What follows belongs to an exercise in optimizing a design on an open flow for small area; a production flow would make more cautious choices. Function was checked by simulation only, so behaviour that the tests miss may differ from the original. Power and IR drop assume default switching activity. The clock port is modelled as an ideal driver; clocking choices that lean on that would not hold on a real chip.

north:
==> flow/design.v <==
`default_nettype none
module rnd_refill_buffer #(
  parameter int RND   = 680,
  parameter int DEPTH = 2
) (
  input  logic                         clk,
  input  logic                         nrst,
  input  logic                         flush,
  input  logic                         in_valid,
  output logic                         in_ready,
  input  logic [RND-1:0]               in_rnd,
  output logic                         out_valid,
  input  logic                         out_ready,
  output logic [RND-1:0]               out_rnd,
  output logic [$clog2(DEPTH+1)-1:0]   level,
  output logic [7:0]                   starve_cnt
);
  logic [RND-1:0] r_head;
  logic [1:0]     r_level;
  logic           r_out_valid;
  logic [7:0]     r_starve_cnt;
  logic           w_space;
  logic           w_push;
  logic           w_pop;
  logic           w_take;
  logic           w_tail_in;
  logic           w_tail_keep;
  logic           w_head_ld;
  logic           w_head_keep;
  logic [1:0]     w_level_nxt;
  assign w_space  = !r_level[1] && !flush;
  assign in_ready = nrst && w_space;
  assign w_push   = in_valid && w_space;
  assign w_pop    = r_out_valid && out_ready && !flush;
  assign w_take      = r_out_valid && out_ready;
  assign w_tail_keep = r_level[1];
  assign w_tail_in   = !w_tail_keep;
  assign w_head_ld   = w_take || (r_level == 2'd0);
  assign w_head_keep = !w_head_ld;
  rnd_refill_buffer_dp #(
    .RND (RND)
  ) u_dp (
    .clk       (clk),
    .in_rnd    (in_rnd),
    .tail_in   (w_tail_in),
    .tail_keep (w_tail_keep),
    .head_ld   (w_head_ld),
    .head_keep (w_head_keep),
    .head      (r_head)
  );
  always_comb begin
    w_level_nxt = r_level;
    if (flush)
      w_level_nxt = 2'd0;
    else if (w_push && !w_pop)
      w_level_nxt = r_level + 2'd1;
    else if (!w_push && w_pop)
      w_level_nxt = r_level - 2'd1;
  end
  always_ff @(posedge clk or negedge nrst) begin
    if (!nrst) begin
      r_level     <= 2'd0;
      r_out_valid <= 1'b0;
    end else begin
      r_level <= w_level_nxt;
      if (flush)
        r_out_valid <= 1'b0;
      else if (r_out_valid)
        r_out_valid <= (w_level_nxt != 2'd0);
      else
        r_out_valid <= (w_level_nxt == 2'd2);
    end
  end
  always_ff @(posedge clk or negedge nrst) begin
    if (!nrst)
      r_starve_cnt <= '0;
    else if (out_ready && !r_out_valid && !flush && (r_starve_cnt != 8'hFF))
      r_starve_cnt <= r_starve_cnt + 8'd1;
  end
  assign out_valid  = r_out_valid;
  assign out_rnd    = r_head;
  assign level      = r_level;
  assign starve_cnt = r_starve_cnt;
endmodule
module rnd_refill_buffer_dp #(
  parameter int RND = 680
) (
  input  logic           clk,
  input  logic [RND-1:0] in_rnd,
  input  logic           tail_in,
  input  logic           tail_keep,
  input  logic           head_ld,
  input  logic           head_keep,
  output logic [RND-1:0] head
);
  logic [RND-1:0] r_head;
  logic [RND-1:0] r_tail;
  logic [RND-1:0] w_tail_nxt;
  logic [RND-1:0] w_head_nxt;
  assign w_tail_nxt = (in_rnd & {RND{tail_in}}) | (r_tail & {RND{tail_keep}});
  assign w_head_nxt = (w_tail_nxt & {RND{head_ld}}) | (r_head & {RND{head_keep}});
  always_ff @(posedge clk) begin
    r_tail <= w_tail_nxt;
    r_head <= w_head_nxt;
  end
  assign head = r_head;
endmodule
`default_nettype wire
==> flow/config.mk <==
export PLATFORM = sky130hd
export DESIGN_NAME = rnd_refill_buffer
export DESIGN_NICKNAME = rnd_refill_buffer
export VERILOG_FILES = /design/flow/design.v
export SDC_FILE = /design/flow/constraint.sdc
export NUM_CORES = 4
export LEC_CHECK = 0
export ABC_AREA = 1
export CAP_MARGIN = 20
export CORE_AREA = 85 85 335 335
export DIE_AREA = 0 0 420 420
export SLEW_MARGIN = 20
export SYNTH_HIERARCHICAL = 1
==> flow/constraint.sdc <==
create_clock -name core_clock -period 5.0 [get_ports {clk}]
set_input_delay 1.0000 -clock core_clock [delete_from_list [all_inputs] [get_ports {clk}]]
set_output_delay 1.0000 -clock core_clock [all_outputs]
set_load 0.01 [all_outputs]
standard.sh (not shown) runs the stock make flow with config.mk's settings and CLKGATE_MAP_FILE= SYNTH_SCRIPT=/design/flow/synth_recipe.tcl, a recipe that flattens the netlist after the stock synthesis.
==> flow/flow/run.sh <==
#!/bin/bash
# The standard layout with three changes in how the layout is made:
#  - after the standard synthesis, flow/remap.py remaps combinational cells
#    of the netlist: NAND2-NAND2 AND-OR triples become one a22o_1, and mux2
#    cells of any drive become mux2_1 (registers are left untouched);
#  - every input and output port is buffered with buf_1 instead of the
#    buffer buffer_ports picks by default;
#  - CTS without dummy loads and with larger sink clusters.
set -euo pipefail
cd "$(dirname "$0")/.."
RES=orfs/results/$FLOW_PLATFORM/rnd_refill_buffer/base
export BUFFER_PORTS_ARGS="-buffer_cell sky130_fd_sc_hd__buf_1"
export CTS_ARGS="-sink_clustering_enable -repair_clock_nets -dont_use_dummy_load -sink_clustering_size 25 -sink_clustering_max_diameter 100"
bash standard.sh "$PWD/$RES/1_2_yosys.v" > flow_synth.log 2>&1 || { tail -50 flow_synth.log; exit 1; }
cp "$RES/1_2_yosys.v" "$RES/1_2_yosys.standard.v"
python3 flow/remap.py "$RES/1_2_yosys.v" > flow_remap.log 2>&1 || { cat flow_remap.log; exit 1; }
bash standard.sh > flow_layout.log 2>&1 || { tail -50 flow_layout.log; exit 1; }
tail -5 flow_layout.log
Other scripts of this flow, unchanged in this note and not shown: flow/flow/remap.py
Setup changes, north to south
# north
export LEC_CHECK = 0
export ABC_AREA = 1
export CAP_MARGIN = 20
export CORE_AREA = 85 85 335 335
export DIE_AREA = 0 0 420 420
export SLEW_MARGIN = 20
export SYNTH_HIERARCHICAL = 1
create_clock -name core_clock -period 5.0 [get_ports {clk}]
# south
export LEC_CHECK = 0
export ABC_AREA = 1
export CAP_MARGIN = 20
export CORE_AREA = 10 10 410 410
export DIE_AREA = 0 0 420 420
export SLEW_MARGIN = 20
export SYNTH_HIERARCHICAL = 1
create_clock -name core_clock -period 5.0 [get_ports {clk}]
Notes after the runs:
- [diff] worst setup slack, south relative to north: improvement
- In south relative to north, number of buffers created by CTS had gone up by more than 10%.
- Compared with north, in south total of hold buffers inserted after clock tree synthesis essentially unchanged, die outline area essentially unchanged, met3 capacity usage during global routing decreased 18 points.
> inputs changed (south -> east)
# south
export LEC_CHECK = 0
export ABC_AREA = 1
export CAP_MARGIN = 20
export CORE_AREA = 10 10 410 410
export DIE_AREA = 0 0 420 420
export SLEW_MARGIN = 20
export SYNTH_HIERARCHICAL = 1
create_clock -name core_clock -period 5.0 [get_ports {clk}]
# east
export LEC_CHECK = 0
export ABC_AREA = 1
export CAP_MARGIN = 20
export CORE_AREA = 70 70 350 350
export DIE_AREA = 0 0 420 420
export SLEW_MARGIN = 20
export SYNTH_HIERARCHICAL = 1
create_clock -name core_clock -period 5.0 [get_ports {clk}]
--- a/flow/flow/run.sh
+++ b/flow/flow/run.sh
@@ -11,5 +11,5 @@
 RES=orfs/results/$FLOW_PLATFORM/rnd_refill_buffer/base
 export BUFFER_PORTS_ARGS="-buffer_cell sky130_fd_sc_hd__buf_1"
-export CTS_ARGS="-sink_clustering_enable -repair_clock_nets -dont_use_dummy_load -sink_clustering_size 25 -sink_clustering_max_diameter 100"
+export CTS_ARGS="-sink_clustering_enable -repair_clock_nets -dont_use_dummy_load -sink_clustering_size 30 -sink_clustering_max_diameter 100"
 bash standard.sh "$PWD/$RES/1_2_yosys.v" > flow_synth.log 2>&1 || { tail -50 flow_synth.log; exit 1; }
 cp "$RES/1_2_yosys.v" "$RES/1_2_yosys.standard.v"
Findings:
south was routed with fewer vias than east. When east is set beside south, its relative contribution of the clock network to total power turns out to be 3.4 points smaller. east vs. south: transition time of the tightest slew-check pin went up by 92 ps.
Edits applied to the flow inputs when going from east to west:
# east
export LEC_CHECK = 0
export ABC_AREA = 1
export CAP_MARGIN = 20
export CORE_AREA = 70 70 350 350
export DIE_AREA = 0 0 420 420
export SLEW_MARGIN = 20
export SYNTH_HIERARCHICAL = 1
create_clock -name core_clock -period 5.0 [get_ports {clk}]
# west
export LEC_CHECK = 0
export ABC_AREA = 1
export CAP_MARGIN = 0
export CORE_AREA = 10 10 410 410
export DIE_AREA = 0 0 420 420
export SLEW_MARGIN = 0
export SYNTH_HIERARCHICAL = 1
create_clock -name core_clock -period 5.0 [get_ports {clk}]
--- a/flow/flow/run.sh
+++ b/flow/flow/run.sh
@@ -11,5 +11,5 @@
 RES=orfs/results/$FLOW_PLATFORM/rnd_refill_buffer/base
 export BUFFER_PORTS_ARGS="-buffer_cell sky130_fd_sc_hd__buf_1"
-export CTS_ARGS="-sink_clustering_enable -repair_clock_nets -dont_use_dummy_load -sink_clustering_size 30 -sink_clustering_max_diameter 100"
+export CTS_ARGS="-sink_clustering_enable -repair_clock_nets -dont_use_dummy_load -sink_clustering_size 25 -sink_clustering_max_diameter 100"
 bash standard.sh "$PWD/$RES/1_2_yosys.v" > flow_synth.log 2>&1 || { tail -50 flow_synth.log; exit 1; }
 cp "$RES/1_2_yosys.v" "$RES/1_2_yosys.standard.v"
[summary]
The wire length on met3 of west falls short of that of east by about 50%. Final period demand of the worst path is lower on west. Looking at east and west, the clock insertion delay at the later pin of the skew report is a wash. Post-route non-filler standard cell count went up by more than 10% going from east to west. west has total power of the final layout below what east had. Compared with east, west shows a higher final-layout worst hold slack. From east to west the numbers moved as follows: transition time at the pin with the least slew margin down 92 ps, number of nets at the end of the flow has increased.

* * *

build 97:
Starts from the design.v that is shown in full above.
clock: 5.0 ns
lec_check: 0
abc_area: 1
cap_margin: 0
core_area: 10 10 410 410
die_area: 0 0 420 420
slew_margin: 0
synth_hierarchical: 1
==> flow/flow/run.sh <==
#!/bin/bash
# The standard layout with three changes in how the layout is made:
#  - after the standard synthesis, flow/remap.py remaps combinational cells
#    of the netlist: NAND2-NAND2 AND-OR triples become one a22o_1, and mux2
#    cells of any drive become mux2_1 (registers are left untouched);
#  - every input and output port is buffered with buf_1 instead of the
#    buffer buffer_ports picks by default;
#  - CTS without dummy loads and with larger sink clusters.
set -euo pipefail
cd "$(dirname "$0")/.."
RES=orfs/results/$FLOW_PLATFORM/rnd_refill_buffer/base
export BUFFER_PORTS_ARGS="-buffer_cell sky130_fd_sc_hd__buf_1"
export CTS_ARGS="-sink_clustering_enable -repair_clock_nets -dont_use_dummy_load -sink_clustering_size 30 -sink_clustering_max_diameter 100"
bash standard.sh "$PWD/$RES/1_2_yosys.v" > flow_synth.log 2>&1 || { tail -50 flow_synth.log; exit 1; }
cp "$RES/1_2_yosys.v" "$RES/1_2_yosys.standard.v"
python3 flow/remap.py "$RES/1_2_yosys.v" > flow_remap.log 2>&1 || { cat flow_remap.log; exit 1; }
bash standard.sh > flow_layout.log 2>&1 || { tail -50 flow_layout.log; exit 1; }
tail -5 flow_layout.log
Other scripts of this flow, unchanged in this note and not shown: flow/flow/remap.py
Build 97 ran to completion and came out clean on the timing, design-rule and antenna checks.
Inputs modified between build 97 and build 40:
Settings: CAP_MARGIN: 0 -> 20; SLEW_MARGIN: 0 -> 20; CORE_AREA: 10 10 410 410 -> 85 85 335 335.
[summary]
- Diff build 40..build 97 | post-cts sizing count | unchanged
- Looking at number of global-route vias before repair, build 40 sits 2.3% above build 97.
- Final area, build 40 and build 97: smaller value in build 40
- Diff build 97 -> build 40 | number of cells after detailed placement | down by more than 10%
- Global routing usage on met1: build 40 < build 97
- Net switching share of the total power in build 40 is 4.0 points above build 97.
- The post-route worst setup slack of build 40 falls short of that of build 97 by 140 ps.
- Summary of build 40 over build 97: total of fill cells in the finished design shrank by about 70%; signed area change from the synthesized netlist to the final layout down 3.6 points; minimum clock period picked up an extra 140 ps; sequential share of layout area went up 1.7 points.
> inputs changed (build 40 -> build 50)
Settings: CORE_AREA now 70 70 350 350, was 85 85 335 335.
--- a/flow/flow/run.sh
+++ b/flow/flow/run.sh
@@ -13 +13 @@
-export CTS_ARGS="-sink_clustering_enable -repair_clock_nets -dont_use_dummy_load -sink_clustering_size 30 -sink_clustering_max_diameter 100"
+export CTS_ARGS="-sink_clustering_enable -repair_clock_nets -dont_use_dummy_load -sink_clustering_size 25 -sink_clustering_max_diameter 100"
==> summary.txt <==
- Compared with build 40, build 50 shows a routed length on met1 that is about 2% higher.
- Taking build 40 as the reference point, the actual slew at the worst max-slew pin of build 50 rises by 260 ps.
- NOTE: number of rows in the core area in build 50 exceeds that of build 40
- The worst hold slack of build 50 is lower than that of build 40.
- In the metrics for build 50 and build 40, the one carrying the higher clock group share of total power is build 50.
- In the metrics for build 50 and build 40, the one carrying the higher growth of design area from synthesis to finish is build 50.
- Build 40 -> build 50: number of buffers inserted by hold repair at cts flat

## static timing again, ports no longer ideal
The results above use ideal ports. As a check the final layouts listed here were re-extracted and re-timed, cells and wires unchanged.
Step 1: set_driving_cell puts a clkbuf_16 on clk and a buf_2 on each other input, an assumption about the parent block.
Step 2 also shifts input and output timing later by t, the mid clock arrival at the registers, as if the neighbouring blocks saw the same clock.
Three values: no drivers, after step 1, after step 2; two values: the first two.
run | shift t [ns] | slack for setup (ns) | pins driven straight from the clock port
north | 0.752 | 1.650 / 1.627 / 1.514 | 1
south | 0.730 | 1.851 / 1.851 / 1.801 | 1
east | 0.736 | 1.316 / 1.223 / 1.636 | 1
west | 0.730 | 1.851 / 1.851 / 1.801 | 1
build 97 | 0.746 | 1.863 / 1.863 / 1.817 | 1
build 40 | 0.735 | 1.727 / 1.640 / 1.596 | 1
build 50 | 0.749 | 1.517 / 1.423 / 1.612 | 1
After both steps setup and hold are still met in every run listed. For north, which loses most, drivers alone change the setup slack by -0.023 ns; drivers and shift together by -0.136 ns.
